From an optimization exercise on the open Yosys and OpenROAD flow, aimed at small area, a short achievable clock period and few clock cycles; shortcuts taken in it are not production practice.
The RTL was checked by simulation tests, not by an equivalence proof against the original design.
Power and IR drop assume default switching activity.

run A:
## decaying_tone_synth
module decaying_tone_synth (
  input  logic                                clk,
  input  logic                                rst,
  input  logic                                in_valid,
  output logic                                in_ready,
  input  logic                                start_req,
  output logic                                out_valid,
  input  logic                                out_ready,
  output logic signed [dts_pkg::SAMPLE_W-1:0] sample,
  output logic                                done_res,
  input  logic                                cfg_valid,
  output logic                                cfg_ready,
  input  logic [dts_pkg::CFG_IDX_W-1:0]       cfg_index,
  input  logic [dts_pkg::CFG_DATA_W-1:0]      cfg_data
);
export LEC_CHECK = 0
export CAP_MARGIN = 60
export CORE_MARGIN = 2
export CORE_UTILIZATION = 40
export PLACE_DENSITY = 0.6
export SLEW_MARGIN = 60
export SYNTH_MEMORY_MAX_BITS = 16384
create_clock -name core_clock -period 10.0 [get_ports {clk}]
standard.sh (not shown) runs the stock make flow with config.mk's settings and CLKGATE_MAP_FILE= SYNTH_SCRIPT=/design/flow/synth_recipe.tcl, a recipe that flattens the netlist after the stock synthesis.
==> flow/flow/run.sh <==
#!/bin/bash
set -euo pipefail
sed 's/"\${@:-finish}"/SETUP_SLACK_MARGIN=6.9 "${@:-finish}"/' standard.sh > standard_margin.sh
grep -q 'SETUP_SLACK_MARGIN=6.9' standard_margin.sh
bash standard_margin.sh > flow_make.log 2>&1
Testbench counts of run A, summed over its fixed seeds: cycles 12,816.
For run B, these inputs were changed with respect to run A:
- PLACE_DENSITY: 0.6 -> 0.45
- CORE_UTILIZATION: 40 -> 25
Findings:
- From run A to run B the numbers moved as follows: switching power summed over all nets saw an increase, maximum operating frequency was more or less identical, final cycle utilization of the critical path closely matched the old numbers.
- Run A vs run B, top routing layer in use: met5 vs met4
--- input diff run B..run C ---
==> flow/run.sh (new file) <==
#!/bin/bash
# synth_recipe.tcl (not shown) runs the flow's synth.tcl, then flattens the netlist and writes it again
# the make line also repeats each setting of config.mk as NAME=value (left out here)
make -C /OpenROAD-flow-scripts/flow DESIGN_CONFIG=/design/flow/config.mk WORK_HOME=/design/flow/orfs CLKGATE_MAP_FILE= SYNTH_SCRIPT=/design/flow/synth_recipe.tcl finish
removed: flow/flow/run.sh
removed: flow/standard.sh
[summary]
- Run C finished every stage and its layout cleared the timing, DRC and antenna checks.
- Between run C and run B, the difference in number of flops mapped to enable cells by yosys is negligible.
- The floorplan die area on run B is in line with that on run C.
- Delta (run C minus run B): net switching power has decreased; synthesis-to-finish area growth down 6.0 points; clock tree skew after final layout rose by 14 ps.
## Diff of input files: run D against run C
==> flow/flow/run.sh (new file) <==
#!/bin/bash
set -euo pipefail
sed 's/"\${@:-finish}"/SETUP_SLACK_MARGIN=6.6 "${@:-finish}"/' standard.sh > standard_margin.sh
grep -q 'SETUP_SLACK_MARGIN=6.6' standard_margin.sh
bash standard_margin.sh > flow_make.log 2>&1
==> flow/standard.sh (new file) <==
#!/bin/bash
# synth_recipe.tcl (not shown) runs the flow's synth.tcl, then flattens the netlist and writes it again
# the make line also repeats each setting of config.mk as NAME=value (left out here)
make -C /OpenROAD-flow-scripts/flow DESIGN_CONFIG=/design/flow/config.mk WORK_HOME=/design/flow/orfs CLKGATE_MAP_FILE= SYNTH_SCRIPT=/design/flow/synth_recipe.tcl "${@:-finish}"
removed: flow/run.sh
--- outcome ---
Summary: with run C as the reference, cell-internal power in run D moved down slightly.
[run D vs run C] critical path depth: higher in run D
Against run C, fill cell total of the finished layout in run D rose slightly.
Relative to run C, count of instances resized after the clock tree is built has increased by 70 in run D.
Relative to run D, the following input files were edited for run E:
==> flow/flow/run.sh <==
#!/bin/bash
set -euo pipefail
sed 's/"\${@:-finish}"/SETUP_SLACK_MARGIN=7.2 "${@:-finish}"/' standard.sh > standard_margin.sh
grep -q 'SETUP_SLACK_MARGIN=7.2' standard_margin.sh
bash standard_margin.sh > flow_make.log 2>&1
## What came out
Any difference in clock-net power between run D and run E is small enough to ignore.
From run D to run E the numbers moved as follows: layout multi-input combinational cell count ~0 delta; count of buffer and inverter cells on the critical path shows an increase of 2; utilization after layout now sits higher.
Comparing run D against run E, there is no change at all in hold violation count in the final report.
The first-pass GRT wire length in run E sits about 5% above the value recorded for run D.
Going from run D to run E, critical path depth shrinks by 1.
Run D vs run E, highest metal layer used by the detailed router: met5 vs met4
Looking at power share of the combinational group, run E sits 5.1 points above run D.
Looking at clock buffer and inverter area fraction after layout, run E sits 0.48 points below run D.
The design area of run E exceeds that of run D by about 11%.

## static timing again, ports no longer ideal
In the flow no input, the clock included, has a driving cell. The finished layouts below were timed again as built, in two steps. Step 1: set_driving_cell puts a clkbuf_16 on clk and a buf_2 on each other input, an assumption about the parent block. Step 2 moves the port delays by t, midway between the first and last clock arrival at a register: inputs arrive t later, outputs are due t later. That takes back most of the time a late clock gives input paths. a / b / c = no drivers / after step 1 / after step 2; a / b = the first two.
run | shift t [ns] | setup slack, ns | worst hold slack (ns)
run A | 0.696 | 6.759 / 6.759 / 6.368 | 0.325 / 0.325 / 0.325
run B | 0.700 | 6.763 / 6.710 / 6.348 | 0.322 / 0.322 / 0.322
run C | 0.707 | 6.139 / 6.139 / 6.139 | 0.323 / 0.323 / 0.323
run D | 0.699 | 6.595 / 6.595 / 6.170 | 0.307 / 0.307 / 0.307
run E | 0.701 | 6.747 / 6.724 / 6.549 | 0.323 / 0.323 / 0.323
After both steps setup and hold are still met in every run listed. For run D, which loses most, drivers alone change the setup slack by 0.000 ns; drivers and shift together by -0.425 ns.
